This is an optimization exercise on Yosys and OpenROAD, whose aim is small area, a short achievable clock period and few clock cycles, not a production implementation. Function was checked by simulation only, so behaviour that the tests miss may differ from the original.

## v21
## poker_table
module poker_table
#(
	parameter poker_money_pkg::chip_t START_CHIPS = 15'd2000
)
(
	input logic clock,
	input logic resetn,
	input logic start,
	input logic action_valid,
	input poker_flow_pkg::action_t action,
	input logic showdown_valid,
	input poker_flow_pkg::winner_t showdown_winner,
	output logic action_ready,
	output logic showdown_ready,
	output poker_money_pkg::seat_t to_act,
	output poker_flow_pkg::street_t street,
	output poker_money_pkg::chip_t stack0,
	output poker_money_pkg::chip_t stack1,
	output poker_money_pkg::chip_t bet0,
	output poker_money_pkg::chip_t bet1,
	output poker_money_pkg::chip_t pot,
	output logic hand_over,
	output logic match_over,
	output poker_money_pkg::seat_t match_winner
);
	localparam int W = 12;
	typedef logic [W-1:0] amt_t;
	localparam amt_t ALL = amt_t'(2 * START_CHIPS);
	localparam amt_t SB = amt_t'(poker_money_pkg::SMALL_BLIND);
	localparam amt_t BB = amt_t'(poker_money_pkg::BIG_BLIND);
	localparam amt_t R1 = amt_t'(2 * poker_money_pkg::BIG_BLIND);
	localparam amt_t R2 = amt_t'(4 * poker_money_pkg::BIG_BLIND);
	localparam amt_t R3 = amt_t'(6 * poker_money_pkg::BIG_BLIND);
	function automatic logic [W:0] radd(input amt_t a, input amt_t b, input logic cin);
		logic c;
		logic [W:0] r;
		c = cin;
		for (int i = 0; i < W; i++)
		begin
			r[i] = a[i] ^ b[i] ^ c;
			c = (a[i] & b[i]) | (c & (a[i] ^ b[i]));
		end
		r[W] = c;
		radd = r;
	endfunction
	amt_t t0, t1, b0, b1, p;
	logic ta;	 
	logic bb;	 
	logic first;	 
	logic [2:0] st;
	logic ph_act, ph_show, ph_hov, ph_mov;	 
	amt_t s0, s1;	 
	assign s0 = t0 - b0;
	assign s1 = t1 - b1;
	assign stack0 = poker_money_pkg::chip_t'(s0);
	assign stack1 = poker_money_pkg::chip_t'(s1);
	assign bet0 = poker_money_pkg::chip_t'(b0);
	assign bet1 = poker_money_pkg::chip_t'(b1);
	assign pot = poker_money_pkg::chip_t'(p);
	assign to_act = ta;
	assign street = poker_flow_pkg::street_t'(st);
	assign action_ready = ph_act;
	assign showdown_ready = ph_show;
	assign hand_over = ph_hov;
	assign match_over = ph_mov;
	assign match_winner = t1[W-1];	 
	logic b0_gt, b1_gt;	 
	logic t0_gt;	 
	amt_t cap;	 
	assign b0_gt = b0 > b1;
	assign b1_gt = b1 > b0;
  ...
For scale: roughly 1200 cells after synthesis, ~70 flip-flops, about 94 I/O pins, ~9200 sq um of cells after synthesis.
Settings: LEC_CHECK=0, CAP_MARGIN=20, CORE_MARGIN=2, CORE_UTILIZATION=40, SLEW_MARGIN=20; clock period 14.0 ns.
standard.sh (not shown) runs the stock make flow with config.mk's settings and CLKGATE_MAP_FILE= SYNTH_SCRIPT=/design/flow/synth_recipe.tcl, a recipe that flattens the netlist after the stock synthesis.
==> flow/flow/run.sh <==
#!/bin/bash
# Standard synthesis and layout, run stage by stage so each stage can get its
# own ORFS settings: flow/stage_<name>.txt holds make variable assignments,
# one per line (for example a setup margin for the timing repair, or the
# buffer cell for the port buffers). Each stage logs to <name>.log here.
set -euo pipefail
run() {
	local name=$1 target=$2
	local -a extra=()
	if [[ -f flow/stage_$name.txt ]]; then
		while IFS= read -r line; do
			[[ -z $line || $line == \#* ]] || extra+=("$line")
		done < flow/stage_$name.txt
	fi
	bash standard.sh "${extra[@]}" "$target" > "$name.log" 2>&1
}
bash standard.sh synth > synth.log 2>&1
run fp floorplan
run place place
run cts cts
run route finish
==> flow/flow/stage_fp.txt <==
SETUP_SLACK_MARGIN=9.5
==> flow/flow/stage_place.txt <==
BUFFER_PORTS_ARGS=-buffer_cell sky130_fd_sc_hd__buf_1
Testbench counts of v21, summed over its fixed seeds: cycles 10,701.
The inputs of v53 differ from those of v21 as listed below.
==> flow/flow/run.sh <==
#!/bin/bash
set -euo pipefail
args() { [ -f "flow/$1" ] && grep -v '^#' "flow/$1" | xargs || true; }
bash standard.sh synth > synth.log 2>&1
bash standard.sh $(args stage_fp.txt) floorplan > floorplan.log 2>&1
bash standard.sh $(args stage_place.txt) place > place.log 2>&1
bash standard.sh $(args stage_cts.txt) cts > cts.log 2>&1
bash standard.sh $(args stage_route.txt) finish > route.log 2>&1
removed: flow/flow/stage_place.txt
### Flow results
On via density per instance: between v53 and v21, it ends up lower for v53.
v53 — worst path buffer plus inverter count 1 lower, v21 as reference
| cell count | v21 vs v53 | ≈ equal |
In the flow results for v53 and v21, the initial antenna violation count is smaller on v53.
On sequential share of layout area: between v53 and v21, it ends up higher for v21.
Any difference in number of gates given a new drive strength after cts between v53 and v21 is small enough to ignore.
Setup changes, v53 to v52
Settings: ABC_AREA now 1, previously not set.
==> flow/run.sh (new file) <==
#!/bin/bash
# synth_recipe.tcl (not shown) runs the flow's synth.tcl, then flattens the netlist and writes it again
# the make line also repeats each setting of config.mk as NAME=value (left out here)
make -C /OpenROAD-flow-scripts/flow DESIGN_CONFIG=/design/flow/config.mk WORK_HOME=/design/flow/orfs CLKGATE_MAP_FILE= SYNTH_SCRIPT=/design/flow/synth_recipe.tcl finish
removed: flow/flow/run.sh
removed: flow/flow/stage_fp.txt
removed: flow/standard.sh
[v52] floorplan die area rose 2500 sq um relative to v53. v53 ended up with compound AO/OA/AOI/OAI gates as its largest family of logic cells by synthesized area; v52 ended up with simple AND/OR/NAND/NOR gates. Fmax (lower): v52. v52 vs. v53: placement-stage cell area +6.0%, global routing usage summed across all routing layers +1.1 points.
diff inputs: v52 => v31
Settings: CORE_UTILIZATION changed from 40 to 65; PLACE_DENSITY newly set to 0.75; ABC_AREA removed (was 1).
==> comparison <==
v31 vs v52, share of the core filled with cells in the final layout went up by 29 points.
Comparing v52 and v31, final cell count is higher on v52.
The global-route wire length before repair of v31 was superior to that of v52.
Via count ended up 1080 lower on v31 than on v52.
Final worst-path cycle share for v31 is higher than for v52.
Compared with v52, v31 shows worst hold slack higher by 22 ps.
Edits applied to the flow inputs when going from v31 to v2:
Settings: swapping 65 for 40 in CORE_UTILIZATION; clearing PLACE_DENSITY, which used to be 0.75.
==> flow/flow/run.sh (new file) <==
#!/bin/bash
# Standard synthesis and layout, run stage by stage so each stage can get its
# own ORFS settings: flow/stage_<name>.txt holds make variable assignments,
# one per line (for example a setup margin for the timing repair, or the
# buffer cell for the port buffers). Each stage logs to <name>.log here.
set -euo pipefail
run() {
	local name=$1 target=$2
	local -a extra=()
	if [[ -f flow/stage_$name.txt ]]; then
		while IFS= read -r line; do
			[[ -z $line || $line == \#* ]] || extra+=("$line")
		done < flow/stage_$name.txt
	fi
	bash standard.sh "${extra[@]}" "$target" > "$name.log" 2>&1
}
bash standard.sh synth > synth.log 2>&1
run fp floorplan
run place place
run cts cts
run route finish
==> flow/flow/stage_fp.txt (new file) <==
SETUP_SLACK_MARGIN=9.5
==> flow/flow/stage_place.txt (new file) <==
BUFFER_PORTS_ARGS=-buffer_cell sky130_fd_sc_hd__buf_2
==> flow/flow/stage_route.txt (new file) <==
SETUP_SLACK_MARGIN=9.5
SETUP_MOVE_SEQUENCE=unbuffer,sizeup,swap
==> flow/standard.sh (new file) <==
#!/bin/bash
# synth_recipe.tcl (not shown) runs the flow's synth.tcl, then flattens the netlist and writes it again
# the make line also repeats each setting of config.mk as NAME=value (left out here)
make -C /OpenROAD-flow-scripts/flow DESIGN_CONFIG=/design/flow/config.mk WORK_HOME=/design/flow/orfs CLKGATE_MAP_FILE= SYNTH_SCRIPT=/design/flow/synth_recipe.tcl "${@:-finish}"
removed: flow/run.sh
--- outcome ---
- Mean routed wirelength per cell, v2 vs v31: down by a few percent
- t0[0] as the critical path launch point was reported by v2, and b1[2] by v31.
- On final weighted congestion in routability-driven placement: between v2 and v31, it ends up lower for v2.
- v2 finished every step from synthesis to the final layout, and the layout passed the timing, design-rule and antenna checks.
- Compare v2 and v31 | wire length of the first global-routing pass lower: v31
- v31 → v2: slew at the pin closest to its max-slew limit fell by 7.6 ps, final-layout worst hold slack ~0 delta, final cell count without fillers rose 111.


poker_table, a different RTL version from the one above (not shown whole).
Size in the first run: roughly 71 flip-flops, ~94 I/O pins.
export LEC_CHECK = 0
export CAP_MARGIN = 20
export CORE_MARGIN = 2
export CORE_UTILIZATION = 40
export SLEW_MARGIN = 20
create_clock -name core_clock -period 14.0 [get_ports {clock}]
==> flow/flow/run.sh <==
#!/bin/bash
# Standard synthesis and layout, run stage by stage so each stage can get its
# own ORFS settings: flow/stage_<name>.txt holds make variable assignments,
# one per line (for example a setup margin for the timing repair, or the
# buffer cell for the port buffers). Each stage logs to <name>.log here.
set -euo pipefail
run() {
	local name=$1 target=$2
	local -a extra=()
	if [[ -f flow/stage_$name.txt ]]; then
		while IFS= read -r line; do
			[[ -z $line || $line == \#* ]] || extra+=("$line")
		done < flow/stage_$name.txt
	fi
	bash standard.sh "${extra[@]}" "$target" > "$name.log" 2>&1
}
bash standard.sh synth > synth.log 2>&1
run fp floorplan
run place place
run cts cts
run route finish
==> flow/flow/stage_cts.txt <==
SETUP_SLACK_MARGIN=9.2
SETUP_MOVE_SEQUENCE=unbuffer,sizeup,swap
==> flow/flow/stage_fp.txt <==
SETUP_SLACK_MARGIN=9.5
==> flow/flow/stage_place.txt <==
BUFFER_PORTS_ARGS=-buffer_cell sky130_fd_sc_hd__buf_2
PLACE_DENSITY=0.8
Testbench counts at the start, summed over its fixed seeds: cycles 10,701.
Then changed:
==> flow/flow/stage_cts.txt (replaced) <==
SETUP_SLACK_MARGIN=8.7
SETUP_MOVE_SEQUENCE=unbuffer,sizeup,swap
==> flow/flow/stage_place.txt (replaced) <==
BUFFER_PORTS_ARGS=-buffer_cell sky130_fd_sc_hd__buf_2
==> flow/flow/stage_route.txt (new file) <==
SETUP_SLACK_MARGIN=8.7
SETUP_MOVE_SEQUENCE=unbuffer,sizeup,swap
What happened:
- The changed run ran to the end with no violations
- final area decreases by about 1.3%
- wire length decreases by about 2%
- critical path depth is unchanged
- non-clock buffer count decreases by 1
- cell count stays flat
- worst hold slack loses 0.015 ns
Then changed:
==> flow/flow/stage_place.txt (replaced) <==
BUFFER_PORTS_ARGS=-buffer_cell sky130_fd_sc_hd__buf_2
PLACE_DENSITY=0.8
removed: flow/flow/stage_cts.txt
removed: flow/flow/stage_route.txt
Outcome: The changed run completed with no timing, DRC or antenna violations. Global-route usage rose by 0.27 points. Final cell count is about the same. Via count went up by 2.2%. Worst hold slack is better by 0.011 ns. Setup slack is worse by 0.095 ns. Wire length barely changes. Cell area came out lower by about 3%. Utilization goes down by 1.5 points.
Then changed:
==> flow/flow/stage_place.txt (replaced) <==
BUFFER_PORTS_ARGS=-buffer_cell sky130_fd_sc_hd__buf_2
Effect: Routed wire length fell by 0.94%; worst setup slack degrades by 0.012 ns; synthesized cell count does not change; die area does not change.
Then changed:
==> flow/flow/stage_cts.txt (new file) <==
SETUP_SLACK_MARGIN=8.7
SETUP_MOVE_SEQUENCE=unbuffer,sizeup,swap
Result:
- non-clock buffer count does not change
- wire length is about the same
- synthesized cell count stays the same
- register-to-register slack degrades by 0.04 ns
- via count drops by about 0.8%
- global-route usage grows by 0.18 points


The RTL this note starts from:
==> flow/design.v <==
`default_nettype none
package poker_money_pkg;
	typedef logic [14:0] chip_t;	 
	typedef logic seat_t;	 
	localparam chip_t SMALL_BLIND = 15'd100;
	localparam chip_t BIG_BLIND = 15'd200;
endpackage
`default_nettype wire
`default_nettype none
package poker_flow_pkg;
	typedef enum logic [2:0] {
		ACT_CHECK = 3'd0,
		ACT_CALL = 3'd1,
		ACT_RAISE_2BB = 3'd2,
		ACT_RAISE_4BB = 3'd3,
		ACT_RAISE_6BB = 3'd4,
		ACT_ALL_IN = 3'd5,
		ACT_FOLD = 3'd6
	} action_t;
	typedef enum logic [2:0] {
		ST_PREFLOP = 3'd0,
		ST_FLOP = 3'd1,
		ST_TURN = 3'd2,
		ST_RIVER = 3'd3,
		ST_SHOWDOWN = 3'd4
	} street_t;
	typedef enum logic [1:0] {
		WIN_TIE = 2'd0,
		WIN_SEAT0 = 2'd1,
		WIN_SEAT1 = 2'd2
	} winner_t;
	typedef enum logic [3:0] {
		CS_IDLE,
		CS_RESET,
		CS_NEW_HAND,
		CS_BLINDS,
		CS_WAIT_ACTION,
		CS_APPLY,
		CS_STREET_END,
		CS_SHOWDOWN,
		CS_AWARD,
		CS_HAND_DONE,
		CS_MATCH_OVER
	} ctrl_state_t;
endpackage
`default_nettype wire
`timescale 1ns/1ps
`default_nettype none
module poker_table
#(
	parameter poker_money_pkg::chip_t START_CHIPS = 15'd2000
)
(
	input logic clock,
	input logic resetn,
	input logic start,
	input logic action_valid,
	input poker_flow_pkg::action_t action,
	input logic showdown_valid,
	input poker_flow_pkg::winner_t showdown_winner,
	output logic action_ready,
	output logic showdown_ready,
	output poker_money_pkg::seat_t to_act,
	output poker_flow_pkg::street_t street,
	output poker_money_pkg::chip_t stack0,
	output poker_money_pkg::chip_t stack1,
	output poker_money_pkg::chip_t bet0,
	output poker_money_pkg::chip_t bet1,
	output poker_money_pkg::chip_t pot,
	output logic hand_over,
	output logic match_over,
	output poker_money_pkg::seat_t match_winner
);
	localparam int W = 12;
	typedef logic [W-1:0] amt_t;
	localparam amt_t ALL = amt_t'(2 * START_CHIPS);
	localparam amt_t SB = amt_t'(poker_money_pkg::SMALL_BLIND);
	localparam amt_t BB = amt_t'(poker_money_pkg::BIG_BLIND);
	localparam amt_t R1 = amt_t'(2 * poker_money_pkg::BIG_BLIND);
	localparam amt_t R2 = amt_t'(4 * poker_money_pkg::BIG_BLIND);
	localparam amt_t R3 = amt_t'(6 * poker_money_pkg::BIG_BLIND);
	function automatic logic [W:0] radd(input amt_t a, input amt_t b, input logic cin);
		logic c;
		logic [W:0] r;
		c = cin;
		for (int i = 0; i < W; i++)
		begin
			r[i] = a[i] ^ b[i] ^ c;
			c = (a[i] & b[i]) | (c & (a[i] ^ b[i]));
		end
		r[W] = c;
		radd = r;
	endfunction
	amt_t t0, t1, b0, b1, p;
	logic ta;	 
	logic bb;	 
	logic first;	 
	logic [2:0] st;
	logic ph_act, ph_show, ph_hov, ph_mov;	 
	amt_t s0, s1;	 
	assign s0 = t0 - b0;
	assign s1 = t1 - b1;
	assign stack0 = poker_money_pkg::chip_t'(s0);
	assign stack1 = poker_money_pkg::chip_t'(s1);
	assign bet0 = poker_money_pkg::chip_t'(b0);
	assign bet1 = poker_money_pkg::chip_t'(b1);
	assign pot = poker_money_pkg::chip_t'(p);
	assign to_act = ta;
	assign street = poker_flow_pkg::street_t'(st);
	assign action_ready = ph_act;
	assign showdown_ready = ph_show;
	assign hand_over = ph_hov;
	assign match_over = ph_mov;
	assign match_winner = t1[W-1];	 
	logic b0_gt, b1_gt;	 
	logic t0_gt;	 
	amt_t cap;	 
	assign b0_gt = b0 > b1;
	assign b1_gt = b1 > b0;
	assign t0_gt = t0 > t1;
	assign cap = t0_gt ? t1 : t0;
	amt_t otot, pb;
	assign otot = ta ? t1 : t0;
	assign pb = ta ? b0 : b1;
	logic need, over, covers, ps_nz, agt;
	logic [W:0] dc;
	assign need = ta ? b0_gt : b1_gt;	 
	assign over = ta ? b1_gt : b0_gt;	 
	assign dc = {1'b0, otot} - {1'b0, pb};	 
	assign covers = !dc[W];
	assign ps_nz = ta ? (t0 != b0) : (t1 != b1);
	assign agt = ta ? !t0_gt && (t0 != t1) : t0_gt;
	logic ok1, ok2, ok3;
	assign ok1 = (pb < R1) && (t0 >= R1) && (t1 >= R1);
	assign ok2 = (pb < R2) && (t0 >= R2) && (t1 >= R2);
	assign ok3 = (pb < R3) && (t0 >= R3) && (t1 >= R3);
	logic araise;
	assign araise = covers && (dc[W-1:0] != '0) && ps_nz;
	amt_t w0, w1;	 
	assign w0 = amt_t'(radd(ALL, ~s1, 1'b1));
	assign w1 = amt_t'(radd(ALL, ~s0, 1'b1));
	amt_t pclose, p2;
	assign p2 = amt_t'(radd(p, {pb[W-2:0], 1'b0}, 1'b0));
	assign pclose = over ? (ta ? w0 : w1) : covers ? p2 : (ta ? w1 : w0);
	amt_t ctot;
	assign ctot = !need ? (ta ? s1 : s0) : covers ? dc[W-1:0] : '0;
	amt_t half, sp0, sp1;
	assign half = p >> 1;
	assign sp0 = amt_t'(radd(t0, half, p[0]));
	assign sp1 = amt_t'(radd(t1, half, 1'b0));
	logic empty;
	amt_t post0, post1;
	assign empty = (t0 == '0) || (t1 == '0);
	assign post0 = bb ? ((t0 < BB) ? t0 : BB) : ((t0 < SB) ? t0 : SB);
	assign post1 = bb ? ((t1 < SB) ? t1 : SB) : ((t1 < BB) ? t1 : BB);
	logic idle_like, go_start, take_a, take_s;
	logic a_fold, a_r1, a_r2, a_r3, a_all, a_raise, a_call, a_close;
	assign idle_like = !(ph_act || ph_show || ph_hov);
	assign go_start = idle_like && start;
	assign take_a = ph_act && action_valid;
	assign take_s = ph_show && showdown_valid;
	assign a_fold = (action == poker_flow_pkg::ACT_FOLD);
	assign a_r1 = (action == poker_flow_pkg::ACT_RAISE_2BB) && ok1;
	assign a_r2 = (action == poker_flow_pkg::ACT_RAISE_4BB) && ok2;
	assign a_r3 = (action == poker_flow_pkg::ACT_RAISE_6BB) && ok3;
	assign a_all = (action == poker_flow_pkg::ACT_ALL_IN) && araise;
	assign a_raise = a_r1 || a_r2 || a_r3 || a_all;
	assign a_call = !a_fold && !a_raise;
	assign a_close = a_call && !first;
	amt_t nob;
	always_comb
	begin
		nob = !need ? (ta ? b1 : b0) : covers ? pb : otot;	 
		if (a_r1) nob = R1;
		if (a_r2) nob = R2;
		if (a_r3) nob = R3;
		if (a_all) nob = cap;
	end
	always_ff @(posedge clock)
	begin
		if (!resetn)
		begin
			ph_act <= 1'b0;
			ph_show <= 1'b0;
			ph_hov <= 1'b0;
			ph_mov <= 1'b0;
		end
		else if (go_start)
		begin
			ph_act <= 1'b1;
			ph_mov <= 1'b0;
		end
		else if (take_a)
		begin
			if (a_fold)
			begin
				ph_act <= 1'b0;
				ph_hov <= 1'b1;
			end
			else if (a_close && st == 3'd3)
			begin
				ph_act <= 1'b0;
				ph_show <= 1'b1;
			end
		end
		else if (take_s)
		begin
			ph_show <= 1'b0;
			ph_hov <= 1'b1;
		end
		else if (ph_hov)
		begin
			ph_hov <= 1'b0;
			if (empty)
				ph_mov <= 1'b1;
			else
				ph_act <= 1'b1;
		end
	end
	always_ff @(posedge clock)
	begin
		if (go_start)	 
		begin
			t0 <= ALL / 2;
			t1 <= ALL / 2;
			b0 <= SB;
			b1 <= BB;
			p <= '0;
			ta <= 1'b0;
			bb <= 1'b1;
			first <= 1'b1;
			st <= 3'd0;
		end
		else if (take_a)
		begin
			if (a_fold)	 
			begin
				if (ta)
				begin
					t0 <= w0;
					t1 <= s1;
				end
				else
				begin
					t0 <= s0;
					t1 <= w1;
				end
				b0 <= '0;
				b1 <= '0;
				p <= '0;
			end
			else if (a_close)	 
			begin
				if (ta)
				begin
					t1 <= ctot;
					t0 <= s0;
				end
				else
				begin
					t0 <= ctot;
					t1 <= s1;
				end
				b0 <= '0;
				b1 <= '0;
				p <= pclose;
				ta <= bb;
				first <= 1'b1;
				st <= st + 3'd1;
			end
			else
			begin
				if (ta)
					b1 <= nob;
				else
					b0 <= nob;
				ta <= !ta;
				first <= 1'b0;
			end
		end
		else if (take_s)
		begin
			case (showdown_winner)
				poker_flow_pkg::WIN_SEAT0: t0 <= w0;
				poker_flow_pkg::WIN_SEAT1: t1 <= w1;
				default:
				begin
					t0 <= sp0;
					t1 <= sp1;
				end
			endcase
			p <= '0;
		end
		else if (ph_hov && !empty)
		begin
			b0 <= post0;
			b1 <= post1;
			ta <= bb;	 
			bb <= !bb;
			first <= 1'b1;
			st <= 3'd0;
		end
	end
endmodule
`default_nettype wire
export LEC_CHECK = 0
export CAP_MARGIN = 20
export CORE_MARGIN = 2
export CORE_UTILIZATION = 40
export SLEW_MARGIN = 20
create_clock -name core_clock -period 14.0 [get_ports {clock}]
==> flow/flow/stage_cts.txt <==
SETUP_SLACK_MARGIN=9.5
SETUP_MOVE_SEQUENCE=unbuffer,sizeup,swap
==> flow/flow/stage_place.txt <==
BUFFER_PORTS_ARGS=-buffer_cell sky130_fd_sc_hd__buf_2
==> flow/flow/stage_route.txt <==
SETUP_SLACK_MARGIN=9.5
SETUP_MOVE_SEQUENCE=unbuffer,sizeup,swap
Scripts as last shown in full above: flow/flow/run.sh, flow/flow/stage_fp.txt
Testbench counts at the start, summed over its fixed seeds: cycles 10,701.
Then changed:
==> flow/flow/run.sh (replaced) <==
#!/bin/bash
set -euo pipefail
MARGIN=$(cat flow/margin.txt 2>/dev/null || echo 9)
bash standard.sh synth > synth.log 2>&1
bash standard.sh SETUP_SLACK_MARGIN=$MARGIN finish > layout.log 2>&1
==> flow/flow/margin.txt (new file) <==
9.5
removed: flow/flow/stage_cts.txt
removed: flow/flow/stage_fp.txt
removed: flow/flow/stage_place.txt
removed: flow/flow/stage_route.txt
Effect: Cell area came out higher by 22%. Final cell count rises by 13%. Non-clock buffer count came out higher by 191. Critical path depth does not change.

separate check: timing with driven ports:
Ports are ideal in the flow. The routed layouts listed here were re-timed in OpenROAD.
Step 1: set_driving_cell puts a clkbuf_16 on clock and a buf_2 on each other input, an assumption about the parent block.
Step 2 adds t to the input delays and takes it off the output delays; t is the mean of the earliest and latest rising clock arrival at the registers after step 1. Input paths then give back, and output paths get back, about the clock's delay inside the block.
Three values: ideal, step 1, step 2; two values: the first two.
run	t (ns)	setup slack, ns	worst register clock-pin slew, ns	cell pins on the clock port's net
v21	0.398	8.159 / 8.111 / 8.126	0.07 / 0.07	1
v53	0.400	7.892 / 7.840 / 7.872	0.07 / 0.07	1
v52	0.401	7.696 / 7.649 / 7.533	0.07 / 0.07	1
v31	0.396	7.459 / 7.416 / 7.736	0.06 / 0.06	1
v2	0.402	8.462 / 8.411 / 8.732	0.06 / 0.06	1
the first run of note 2	0.399	8.343 / 8.295 / 8.546	0.07 / 0.07	1
the second run of note 2	0.405	8.351 / 8.303 / 8.446	0.07 / 0.07	1
the third run of note 2	0.400	8.256 / 8.210 / 8.407	0.07 / 0.07	1
the fourth run of note 2	0.403	8.243 / 8.196 / 8.422	0.07 / 0.07	1
the fifth run of note 2	0.404	8.416 / 8.371 / 8.469	0.07 / 0.07	1
the first run of note 3	0.404	8.517 / 8.466 / 8.782	0.07 / 0.07	1
the second run of note 3	0.401	8.656 / 8.604 / 8.707	0.07 / 0.07	1
After both steps every run listed still meets setup and hold. The setup slack of v52, which loses most, moves by -0.047 ns with the drivers and by -0.163 ns with both steps.
